From an optimization exercise on the open Yosys and OpenROAD flow, aimed at small area and a short achievable clock period; shortcuts taken in it are not production practice.
Only simulation tests tie the RTL to the original design; equivalence was not proved.

run B:
==> flow/design.v <==
module tlb_sv32_plru #(
  parameter int unsigned TLB_ENTRIES = 16,
  parameter int unsigned ASID_WIDTH  = 9
) (
  input  logic                  clk_i,
  input  logic                  rst_i,
  input  logic                  flush_i,
  input  logic [ASID_WIDTH-1:0] asid_to_be_flushed_i,
  input  logic [31:0]           vaddr_to_be_flushed_i,
  input  logic                  update_valid_i,
  input  logic                  update_is_4M_i,
  input  logic                  update_global_i,
  input  logic [19:0]           update_vpn_i,
  input  logic [ASID_WIDTH-1:0] update_asid_i,
  input  logic [31:0]           update_content_i,
  input  logic                  lu_access_i,
  input  logic [ASID_WIDTH-1:0] lu_asid_i,
  input  logic [31:0]           lu_vaddr_i,
  output logic                  lu_hit_o,
  output logic                  lu_is_4M_o,
  output logic [31:0]           lu_content_o,
  output logic [31:0]           hit_count_o,
  output logic [31:0]           miss_count_o,
  output logic                  full_o
);
  localparam int unsigned N     = TLB_ENTRIES;
  localparam int unsigned IDX_W = (N > 1) ? $clog2(N) : 1;
  localparam int unsigned NODES = N - 1;
  function automatic logic [N-1:0] lowest_oh(input logic [N-1:0] v);
    logic [N-1:0] r;
    logic         seen;
    seen = 1'b0;
    for (int i = 0; i < int'(N); i++) begin
      r[i] = v[i] & ~seen;
      seen = seen | v[i];
    end
    lowest_oh = r;
  endfunction
  function automatic logic [N-1:0] plru_victim_oh(input logic [NODES-1:0] tree);
    logic [N-1:0] r;
    int unsigned  node;
    logic         on;
    for (int e = 0; e < int'(N); e++) begin
      node = 32'd0;
      on   = 1'b1;
      for (int l = 0; l < int'(IDX_W); l++) begin
        if (e[IDX_W-1-l]) begin
          on   = on & tree[node];
          node = 32'd2 * node + 32'd2;
        end else begin
          on   = on & ~tree[node];
          node = 32'd2 * node + 32'd1;
        end
      end
      r[e] = on;
    end
    plru_victim_oh = r;
  endfunction
  function automatic logic [NODES-1:0] plru_touch_oh(input logic [NODES-1:0] tree,
                                                     input logic [N-1:0]     oh);
    logic [NODES-1:0] t;
    int unsigned      lo, span;
    logic             l_any, r_any;
    t = tree;
    for (int n = 0; n < int'(NODES); n++) begin
      int unsigned lvl, first;
      lvl = 0;
      first = 0;
      for (int l = 0; l < int'(IDX_W); l++) begin
        if (n + 1 >= (1 << (l + 1))) begin
          lvl = l + 1;
        end
      end
      first = (1 << lvl) - 1;
      span  = N >> lvl;
      lo    = (n - first) * span;
      l_any = 1'b0;
      r_any = 1'b0;
      for (int e = 0; e < int'(N); e++) begin
        if (e >= lo && e < lo + span / 2) l_any = l_any | oh[e];
        if (e >= lo + span / 2 && e < lo + span) r_any = r_any | oh[e];
      end
      if (l_any | r_any) t[n] = l_any;
    end
    plru_touch_oh = t;
  endfunction
  logic [N-1:0]          valid_r;
  logic [N-1:0]          is_4m_r;
  logic [N-1:0]          global_r;
  logic [19:0]           vpn_r     [N];
  logic [ASID_WIDTH-1:0] asid_r    [N];
  logic [31:0]           content_r [N];
  logic [NODES-1:0]      plru_r;
  logic [31:0]           hit_count_r;
  logic [31:0]           miss_count_r;
  logic                  full_r;
  logic [N-1:0] lu_match_s;
  logic [N-1:0] lu_sel_s;
  logic         lu_hit_s;
  logic [31:0]  lu_content_s;
  logic         lu_is_4m_s;
  localparam int unsigned GS = 4;
  localparam int unsigned NG = N / GS;
  logic [NG-1:0] grp_hit_s;
  logic [NG-1:0] grp_sel_s;
  logic [31:0]   grp_content_s [NG];
  logic [NG-1:0] grp_is_4m_s;
  always_comb begin
    for (int i = 0; i < int'(N); i++) begin
      lu_match_s[i] = valid_r[i] && (global_r[i] || (asid_r[i] == lu_asid_i)) &&
                      (vpn_r[i][19:10] == lu_vaddr_i[31:22]) &&
                      (is_4m_r[i] || (vpn_r[i][9:0] == lu_vaddr_i[21:12]));
    end
    for (int g = 0; g < int'(NG); g++) begin
      logic seen;
      seen = 1'b0;
      grp_content_s[g] = 32'd0;
      grp_is_4m_s[g]   = 1'b0;
      for (int k = 0; k < int'(GS); k++) begin
        lu_sel_s[g*GS+k]  = lu_match_s[g*GS+k] & ~seen;
        seen              = seen | lu_match_s[g*GS+k];
        grp_content_s[g]  = grp_content_s[g] | (content_r[g*GS+k] & {32{lu_sel_s[g*GS+k]}});
        grp_is_4m_s[g]    = grp_is_4m_s[g] | (is_4m_r[g*GS+k] & lu_sel_s[g*GS+k]);
      end
      grp_hit_s[g] = seen;
    end
    begin
      logic gseen;
      gseen = 1'b0;
      for (int g = 0; g < int'(NG); g++) begin
        grp_sel_s[g] = grp_hit_s[g] & ~gseen & lu_access_i;
        gseen        = gseen | grp_hit_s[g];
      end
    end
    lu_hit_s  = lu_access_i & (|lu_match_s);
    lu_content_s = 32'd0;
    lu_is_4m_s   = 1'b0;
    for (int g = 0; g < int'(NG); g++) begin
      lu_content_s = lu_content_s | (grp_content_s[g] & {32{grp_sel_s[g]}});
      lu_is_4m_s   = lu_is_4m_s | (grp_is_4m_s[g] & grp_sel_s[g]);
    end
  end
  logic [N-1:0] lu_win_s;
  always_comb begin
    for (int i = 0; i < int'(N); i++) begin
      lu_win_s[i] = lu_sel_s[i] & grp_sel_s[i / GS];
    end
  end
  logic                  upd_en_s;
  logic [9:0]            cmp_hi_s;
  logic [9:0]            cmp_lo_s;
  logic [ASID_WIDTH-1:0] cmp_asid_s;
  logic                  fl_asid0_s;
  logic                  fl_addr0_s;
  logic [N-1:0]          c_addr_s;
  logic [N-1:0]          c_asid_s;
  logic [N-1:0]          dup_s;
  logic [N-1:0]          flush_hit_s;
  logic [N-1:0]          slot_s;
  logic [N-1:0]          valid_next_s;
  logic [NODES-1:0]      plru_next_s;
  assign upd_en_s   = update_valid_i & ~flush_i;
  assign cmp_hi_s   = flush_i ? vaddr_to_be_flushed_i[31:22] : update_vpn_i[19:10];
  assign cmp_lo_s   = flush_i ? vaddr_to_be_flushed_i[21:12] : update_vpn_i[9:0];
  assign cmp_asid_s = flush_i ? asid_to_be_flushed_i : update_asid_i;
  assign fl_asid0_s = (asid_to_be_flushed_i == '0);
  assign fl_addr0_s = (vaddr_to_be_flushed_i == 32'd0);
  always_comb begin
    for (int i = 0; i < int'(N); i++) begin
      c_addr_s[i]    = (vpn_r[i][19:10] == cmp_hi_s) &&
                       (is_4m_r[i] || (vpn_r[i][9:0] == cmp_lo_s));
      c_asid_s[i]    = (asid_r[i] == cmp_asid_s);
      dup_s[i]       = valid_r[i] && (is_4m_r[i] == update_is_4M_i) && c_asid_s[i] &&
                       c_addr_s[i];
      flush_hit_s[i] = (fl_addr0_s || c_addr_s[i]) &&
                       (fl_asid0_s || (!global_r[i] && c_asid_s[i]));
    end
  end
  logic [N-1:0] fallback_s;
  always_comb begin
    if (&valid_r) begin
      fallback_s = plru_victim_oh(plru_r);
    end else begin
      fallback_s = lowest_oh(~valid_r);
    end
    if (|dup_s) begin
      slot_s = lowest_oh(dup_s);
    end else begin
      slot_s = fallback_s;
    end
  end
  always_comb begin
    if (flush_i) begin
      valid_next_s = valid_r & ~flush_hit_s;
    end else if (update_valid_i) begin
      valid_next_s = valid_r | slot_s;
    end else begin
      valid_next_s = valid_r;
    end
    plru_next_s = plru_touch_oh(plru_touch_oh(plru_r, lu_win_s),
                                slot_s & {N{upd_en_s}});
  end
  always_ff @(posedge clk_i or posedge rst_i) begin
    if (rst_i) begin
      valid_r      <= '0;
      plru_r       <= '0;
      hit_count_r  <= 32'd0;
      miss_count_r <= 32'd0;
      full_r       <= 1'b0;
    end else begin
      valid_r <= valid_next_s;
      plru_r  <= plru_next_s;
      full_r  <= &valid_next_s;
      if (lu_hit_s && (hit_count_r != 32'hFFFF_FFFF)) begin
        hit_count_r <= hit_count_r + 32'd1;
      end
      if (lu_access_i && !lu_hit_s && (miss_count_r != 32'hFFFF_FFFF)) begin
        miss_count_r <= miss_count_r + 32'd1;
      end
    end
  end
  always_ff @(posedge clk_i) begin
    for (int i = 0; i < int'(N); i++) begin
      if (upd_en_s && slot_s[i]) begin
        is_4m_r[i]   <= update_is_4M_i;
        global_r[i]  <= update_global_i;
        vpn_r[i]     <= update_vpn_i;
        asid_r[i]    <= update_asid_i;
        content_r[i] <= update_content_i;
      end
    end
  end
  assign lu_hit_o     = lu_hit_s;
  assign lu_is_4M_o   = lu_is_4m_s;
  assign lu_content_o = lu_content_s;
  assign hit_count_o  = hit_count_r;
  assign miss_count_o = miss_count_r;
  assign full_o       = full_r;
endmodule
==> flow/config.mk <==
export PLATFORM = sky130hd
export DESIGN_NAME = tlb_sv32_plru
export DESIGN_NICKNAME = tlb_sv32_plru
export VERILOG_FILES = /design/flow/design.v
export SDC_FILE = /design/flow/constraint.sdc
export NUM_CORES = 4
export LEC_CHECK = 0
export CAP_MARGIN = 20
export CORE_MARGIN = 2
export CORE_UTILIZATION = 40
export SETUP_SLACK_MARGIN = 2.0
export SLEW_MARGIN = 20
==> flow/constraint.sdc <==
create_clock -name core_clock -period 8.5 [get_ports {clk_i}]
set_input_delay 1.7000 -clock core_clock [delete_from_list [all_inputs] [get_ports {clk_i}]]
set_output_delay 1.7000 -clock core_clock [all_outputs]
set_load 0.01 [all_outputs]
run.sh (not shown) runs the stock make flow with config.mk's settings and CLKGATE_MAP_FILE= SYNTH_SCRIPT=/design/flow/synth_recipe.tcl, a recipe that flattens the netlist after the stock synthesis.
Here is what was changed in the inputs of run E compared with run B.
--- a/flow/design.v
+++ b/flow/design.v
@@ -100,10 +100,4 @@
   logic [31:0]  lu_content_s;
   logic         lu_is_4m_s;
-  localparam int unsigned GS = 4;
-  localparam int unsigned NG = N / GS;
-  logic [NG-1:0] grp_hit_s;
-  logic [NG-1:0] grp_sel_s;
-  logic [31:0]   grp_content_s [NG];
-  logic [NG-1:0] grp_is_4m_s;
   always_comb begin
     for (int i = 0; i < int'(N); i++) begin
@@ -112,37 +106,11 @@
                       (is_4m_r[i] || (vpn_r[i][9:0] == lu_vaddr_i[21:12]));
     end
-    for (int g = 0; g < int'(NG); g++) begin
-      logic seen;
-      seen = 1'b0;
-      grp_content_s[g] = 32'd0;
-      grp_is_4m_s[g]   = 1'b0;
-      for (int k = 0; k < int'(GS); k++) begin
-        lu_sel_s[g*GS+k]  = lu_match_s[g*GS+k] & ~seen;
-        seen              = seen | lu_match_s[g*GS+k];
-        grp_content_s[g]  = grp_content_s[g] | (content_r[g*GS+k] & {32{lu_sel_s[g*GS+k]}});
-        grp_is_4m_s[g]    = grp_is_4m_s[g] | (is_4m_r[g*GS+k] & lu_sel_s[g*GS+k]);
-      end
-      grp_hit_s[g] = seen;
-    end
-    begin
-      logic gseen;
-      gseen = 1'b0;
-      for (int g = 0; g < int'(NG); g++) begin
-        grp_sel_s[g] = grp_hit_s[g] & ~gseen & lu_access_i;
-        gseen        = gseen | grp_hit_s[g];
-      end
-    end
-    lu_hit_s  = lu_access_i & (|lu_match_s);
+    lu_sel_s = lowest_oh(lu_match_s) & {N{lu_access_i}};
+    lu_hit_s = lu_access_i & (|lu_match_s);
     lu_content_s = 32'd0;
     lu_is_4m_s   = 1'b0;
-    for (int g = 0; g < int'(NG); g++) begin
-      lu_content_s = lu_content_s | (grp_content_s[g] & {32{grp_sel_s[g]}});
-      lu_is_4m_s   = lu_is_4m_s | (grp_is_4m_s[g] & grp_sel_s[g]);
-    end
-  end
-  logic [N-1:0] lu_win_s;
-  always_comb begin
-    for (int i = 0; i < int'(N); i++) begin
-      lu_win_s[i] = lu_sel_s[i] & grp_sel_s[i / GS];
+    for (int i = 0; i < int'(N); i++) begin
+      lu_content_s = lu_content_s | (content_r[i] & {32{lu_sel_s[i]}});
+      lu_is_4m_s   = lu_is_4m_s | (is_4m_r[i] & lu_sel_s[i]);
     end
   end
@@ -198,5 +166,5 @@
       valid_next_s = valid_r;
     end
-    plru_next_s = plru_touch_oh(plru_touch_oh(plru_r, lu_win_s),
+    plru_next_s = plru_touch_oh(plru_touch_oh(plru_r, lu_sel_s),
                                 slot_s & {N{upd_en_s}});
   end
==> comparison <==
The lower multi-input gate count of run E and run B is in run E.
Comparing final weighted congestion in routability-driven placement for run E and run B, the smaller number came from run E.
Diff run B -> run E: maximum frequency saw a decrease, critical path depth saw an increase, post-layout instance count excluding filler cells saw a decrease.

## afterwards: timing with drivers on the ports
No port has a modelled driver above. Below, the same layouts with a new extraction and two added sets of constraints. Step 1, drivers: a clkbuf_16 drives clk_i and a buf_2 each remaining input, both assumed. Step 2 also shifts input and output timing later by t, the mid clock arrival at the registers, as if the neighbouring blocks saw the same clock. a / b / c = ideal ports / drivers / drivers and shift; a / b = the first two.
run	t (ns)	slack for setup (ns)	latest minus earliest clock arrival (ns)	worst slew at a driven data input, ns
run B	0.826	1.983 / 1.898 / 1.492	0.080 / 0.080	0.12
run E	0.818	1.724 / 1.672 / 1.185	0.034 / 0.033	0.14
After both steps setup and hold are still met in every run listed. For run E, which loses most, drivers alone change the setup slack by -0.052 ns; drivers and shift together by -0.539 ns.
